Background: an optimization exercise with open tools, aiming at small area. Do not read the settings as production practice. Only simulation tests tie the RTL to the original design; equivalence was not proved.

==> flow/design.v <==
package regfile_pkg;
  localparam int DEF_DATA_W = 32;
  localparam int DEF_NREGS  = 32;
  localparam int DEF_NRD    = 2;
  localparam int DEF_NWR    = 2;
  localparam int MAX_WR     = 16;
  function automatic int hi_match(input logic [MAX_WR-1:0] match);
    hi_match = 0;
    for (int i = 0; i < MAX_WR; i++) begin
      if (match[i]) hi_match = i;
    end
  endfunction
endpackage
module regfile_aoi222 (
  input  logic a1, b1, a2, b2, a3, b3,
  output logic y
);
  assign y = ~((a1 & b1) | (a2 & b2) | (a3 & b3));
endmodule
module regfile_scoreboard #(
  parameter int NREGS = 32
) (
  input  logic [NREGS-1:1] busy,
  input  logic [NREGS-1:1] hold,       
  input  logic [NREGS-1:1] claim_dec,  
  input  logic             claim_en,
  input  logic             flush,
  output logic             claim_ready,
  output logic [NREGS-1:1] busy_nxt
);
  logic claim_busy;
  assign claim_busy  = |(claim_dec & busy);
  assign claim_ready = !claim_busy && !flush;
  always_comb begin
    for (int k = 1; k < NREGS; k++)
      busy_nxt[k] = !flush && ((claim_dec[k] && claim_en && !claim_busy) || (busy[k] && hold[k]));
  end
endmodule
module regfile_mp_sb #(
  parameter int DATA_W   = regfile_pkg::DEF_DATA_W,
  parameter int NREGS    = regfile_pkg::DEF_NREGS,
  parameter int NRD      = regfile_pkg::DEF_NRD,
  parameter int NWR      = regfile_pkg::DEF_NWR,
  parameter int ZERO_REG = 1,
  parameter int AW       = $clog2(NREGS)
) (
  input  logic                  clk,
  input  logic                  rst_n,
  input  logic [NWR-1:0]        wb_en,
  input  logic [NWR*AW-1:0]     wb_idx,
  input  logic [NWR*DATA_W-1:0] wb_data,
  input  logic [NRD*AW-1:0]     rd_idx,
  output logic [NRD*DATA_W-1:0] rd_data,
  output logic [NRD-1:0]        rd_busy,
  input  logic                  claim_en,
  input  logic [AW-1:0]         claim_idx,
  output logic                  claim_ready,
  input  logic                  flush
);
  logic [NREGS-1:1] hit0, hit1, sel0, sel1, hold, claim_dec;
  always_comb begin
    for (int k = 1; k < NREGS; k++) begin
      hit0[k]      = wb_en[0] && (wb_idx[0*AW +: AW] == AW'(k));
      hit1[k]      = wb_en[1] && (wb_idx[1*AW +: AW] == AW'(k));
      claim_dec[k] = (claim_idx == AW'(k));
    end
    sel1 = hit1;
    sel0 = hit0 & ~hit1;
    hold = ~(hit0 | hit1);
  end
  logic [NREGS-1:1] busy, busy_nxt;
  regfile_scoreboard #(
    .NREGS (NREGS)
  ) u_scoreboard (
    .busy        (busy),
    .hold        (hold),
    .claim_dec   (claim_dec),
    .claim_en    (claim_en),
    .flush       (flush),
    .claim_ready (claim_ready),
    .busy_nxt    (busy_nxt)
  );
  always_ff @(posedge clk or negedge rst_n) begin
    if (!rst_n) busy <= '0;
    else        busy <= busy_nxt;
  end
  logic phase;
  always_ff @(posedge clk or negedge rst_n) begin
    if (!rst_n) phase <= 1'b0;
    else        phase <= ~phase;
  end
  logic [DATA_W-1:0] x0, x1;
  assign x0 = wb_data[0*DATA_W +: DATA_W] ^ {DATA_W{phase}};
  assign x1 = wb_data[1*DATA_W +: DATA_W] ^ {DATA_W{phase}};
  logic [DATA_W-1:0] q [NREGS];
  logic [NREGS-1:1]  valid;
  assign q[0] = '0;
  for (genvar k = 1; k < NREGS; k++) begin : g_reg
    logic [DATA_W-1:0] d;
    logic [DATA_W-1:0] r;
    for (genvar b = 0; b < DATA_W; b++) begin : g_bit
      regfile_aoi222 u_nxt (
        .a1(sel1[k]), .b1(x1[b]),
        .a2(sel0[k]), .b2(x0[b]),
        .a3(hold[k]), .b3(r[b]),
        .y (d[b])
      );
    end
    always_ff @(posedge clk) r <= d;
    assign q[k] = r;
    always_ff @(posedge clk or negedge rst_n) begin
      if (!rst_n) valid[k] <= 1'b0;
      else        valid[k] <= valid[k] | ~hold[k];
    end
  end
  localparam int NGRP = (NREGS - 1) / 3;    
  for (genvar rp = 0; rp < NRD; rp++) begin : g_rd
    logic [AW-1:0]    idx;
    logic [NREGS-1:1] dec;
    logic [NREGS-1:0] sel;
    logic             tv;
    assign idx = rd_idx[rp*AW +: AW];
    always_comb begin
      for (int k = 1; k < NREGS; k++) dec[k] = (idx == AW'(k));
    end
    assign sel = {dec & valid, 1'b0};
    assign tv  = |sel & phase;
    for (genvar b = 0; b < DATA_W; b++) begin : g_bit
      logic [NGRP-1:0] yg;
      logic            yl;
      for (genvar g = 0; g < NGRP; g++) begin : g_grp
        regfile_aoi222 u_and_or (
          .a1(sel[3*g+1]), .b1(q[3*g+1][b]),
          .a2(sel[3*g+2]), .b2(q[3*g+2][b]),
          .a3(sel[3*g+3]), .b3(q[3*g+3][b]),
          .y (yg[g])
        );
      end
      always_comb begin
        yl = 1'b1;
        for (int k = 3*NGRP + 1; k < NREGS; k++) yl = yl & ~(sel[k] & q[k][b]);
      end
      assign rd_data[rp*DATA_W + b] = ~(&{yg, yl}) ^ tv;
    end
    assign rd_busy[rp] = |(dec & busy);
  end
endmodule
clock: 6.0 ns
lec_check: 0
cap_margin: 20
core_margin: 2
core_utilization: 35
cts_buf_list: sky130_fd_sc_hd__clkbuf_8
cts_cluster_diameter: 50
cts_cluster_size: 14
place_density: 0.6
setup_slack_margin: 0.2
slew_margin: 20
synth_hierarchical: 1
synth_minimum_keep_size: 0
standard.sh (not shown) runs the stock make flow with config.mk's settings and CLKGATE_MAP_FILE= SYNTH_SCRIPT=/design/flow/synth_recipe.tcl, a recipe that flattens the netlist after the stock synthesis.
==> flow/flow/run.sh <==
#!/bin/bash
# The standard layout (standard.sh) with a few options changed through
# ORFS's own variables:
#  * port buffers are the smallest buffer (buf_1) instead of a 4-stage delay
#    buffer;
#  * clock tree synthesis inserts no dummy loads and uses clkbuf_8 only;
#  * the largest buffers, inverters and gates (drive 8 and up, and the
#    4x XOR/XNOR) are added to the don't-use list, so the resizer builds
#    trees of small buffers for the high-fanout select and data nets.
# Everything else (synthesis script, floorplan, power grid, taps, routing) is
# the standard flow. Its output goes to standard.log; ORFS keeps each step's
# log under orfs/logs/.
set -euo pipefail
export BUFFER_PORTS_ARGS="-buffer_cell sky130_fd_sc_hd__buf_1"
export CTS_ARGS="-sink_clustering_enable -repair_clock_nets -dont_use_dummy_load -sink_clustering_size 14 -sink_clustering_max_diameter 50 -buf_list {sky130_fd_sc_hd__clkbuf_8}"
# The platform's own list, then the extra cells.
platform="probe_p_8 probec_p_8 lpflow_bleeder_1
  lpflow_clkbufkapwr_1 lpflow_clkbufkapwr_16 lpflow_clkbufkapwr_2 lpflow_clkbufkapwr_4 lpflow_clkbufkapwr_8
  lpflow_clkinvkapwr_1 lpflow_clkinvkapwr_16 lpflow_clkinvkapwr_2 lpflow_clkinvkapwr_4 lpflow_clkinvkapwr_8
  lpflow_decapkapwr_12 lpflow_decapkapwr_3 lpflow_decapkapwr_4 lpflow_decapkapwr_6 lpflow_decapkapwr_8
  lpflow_inputiso0n_1 lpflow_inputiso0p_1 lpflow_inputiso1n_1 lpflow_inputiso1p_1 lpflow_inputisolatch_1
  lpflow_isobufsrc_1 lpflow_isobufsrc_16 lpflow_isobufsrc_2 lpflow_isobufsrc_4 lpflow_isobufsrc_8
  lpflow_isobufsrckapwr_16 lpflow_lsbuf_lh_hl_isowell_tap_1 lpflow_lsbuf_lh_hl_isowell_tap_2
  lpflow_lsbuf_lh_hl_isowell_tap_4 lpflow_lsbuf_lh_isowell_4 lpflow_lsbuf_lh_isowell_tap_1
  lpflow_lsbuf_lh_isowell_tap_2 lpflow_lsbuf_lh_isowell_tap_4"
extra="buf_8 buf_12 buf_16 bufbuf_8 bufbuf_16 bufinv_8 bufinv_16 clkbuf_16 clkinv_8 clkinv_16
  ebufn_8 einvn_8 einvp_8 inv_8 inv_12 inv_16 mux2_8 nand2_8 nor2_8 xor2_4 xnor2_4"
dont_use=""
for c in $platform $extra; do dont_use="$dont_use sky130_fd_sc_hd__$c"; done
bash standard.sh "DONT_USE_CELLS=${dont_use# }" finish > standard.log 2>&1
Change:
--- a/flow/design.v
+++ b/flow/design.v
@@ -17,4 +17,19 @@
 );
   assign y = ~((a1 & b1) | (a2 & b2) | (a3 & b3));
+endmodule
+module regfile_nand2 (input logic a, b, output logic y);
+  assign y = ~(a & b);
+endmodule
+module regfile_nand3 (input logic a, b, c, output logic y);
+  assign y = ~(a & b & c);
+endmodule
+module regfile_nand4 (input logic a, b, c, d, output logic y);
+  assign y = ~(a & b & c & d);
+endmodule
+module regfile_or3 (input logic a, b, c, output logic y);
+  assign y = a | b | c;
+endmodule
+module regfile_xor2 (input logic a, b, output logic y);
+  assign y = a ^ b;
 endmodule
 module regfile_scoreboard #(
@@ -128,5 +143,4 @@
     for (genvar b = 0; b < DATA_W; b++) begin : g_bit
       logic [NGRP-1:0] yg;
-      logic            yl;
       for (genvar g = 0; g < NGRP; g++) begin : g_grp
         regfile_aoi222 u_and_or (
@@ -137,9 +151,11 @@
         );
       end
-      always_comb begin
-        yl = 1'b1;
-        for (int k = 3*NGRP + 1; k < NREGS; k++) yl = yl & ~(sel[k] & q[k][b]);
-      end
-      assign rd_data[rp*DATA_W + b] = ~(&{yg, yl}) ^ tv;
+      logic yl, p0, p1, p2, o;
+      regfile_nand2 u_yl (.a(sel[31]), .b(q[31][b]), .y(yl));
+      regfile_nand4 u_p0 (.a(yg[0]), .b(yg[1]), .c(yg[2]), .d(yg[3]), .y(p0));
+      regfile_nand4 u_p1 (.a(yg[4]), .b(yg[5]), .c(yg[6]), .d(yg[7]), .y(p1));
+      regfile_nand3 u_p2 (.a(yg[8]), .b(yg[9]), .c(yl), .y(p2));
+      regfile_or3   u_or (.a(p0), .b(p1), .c(p2), .y(o));
+      regfile_xor2  u_o  (.a(o), .b(tv), .y(rd_data[rp*DATA_W + b]));
     end
     assign rd_busy[rp] = |(dec & busy);
The changed run completed without violations.
Utilization decreases by 0.15 points.
Routed wire length increases by 1.8%.
Register-to-register slack gets worse by 30 ps.
Final cell count increases by 0.52%.
Global-route usage increases by 0.33 points.
Cell area hardly moves.

-- separate check: timing with driven ports --
The results above use ideal ports. As a check the final layouts listed here were re-extracted and re-timed, cells and wires unchanged.
Step 1, drivers: a clkbuf_16 drives clk and a buf_2 each remaining input, both assumed.
Step 2 moves the port delays by t, midway between the first and last clock arrival at a register: inputs arrive t later, outputs are due t later. That takes back most of the time a late clock gives input paths.
Three values: ideal ports, drivers, drivers and shift; two values: the first two.
run	t (ns)	setup slack, ns	worst data-port slew with drivers (ns)	cell pins on the clock port's net
the first run	0.895	0.129 / 0.099 / 0.099	0.07	1
the second run	0.896	0.092 / 0.060 / 0.060	0.06	1
After both steps every run listed still meets setup and hold. For the second run, which loses most, drivers alone change the setup slack by -0.032 ns; drivers and shift together by -0.032 ns.
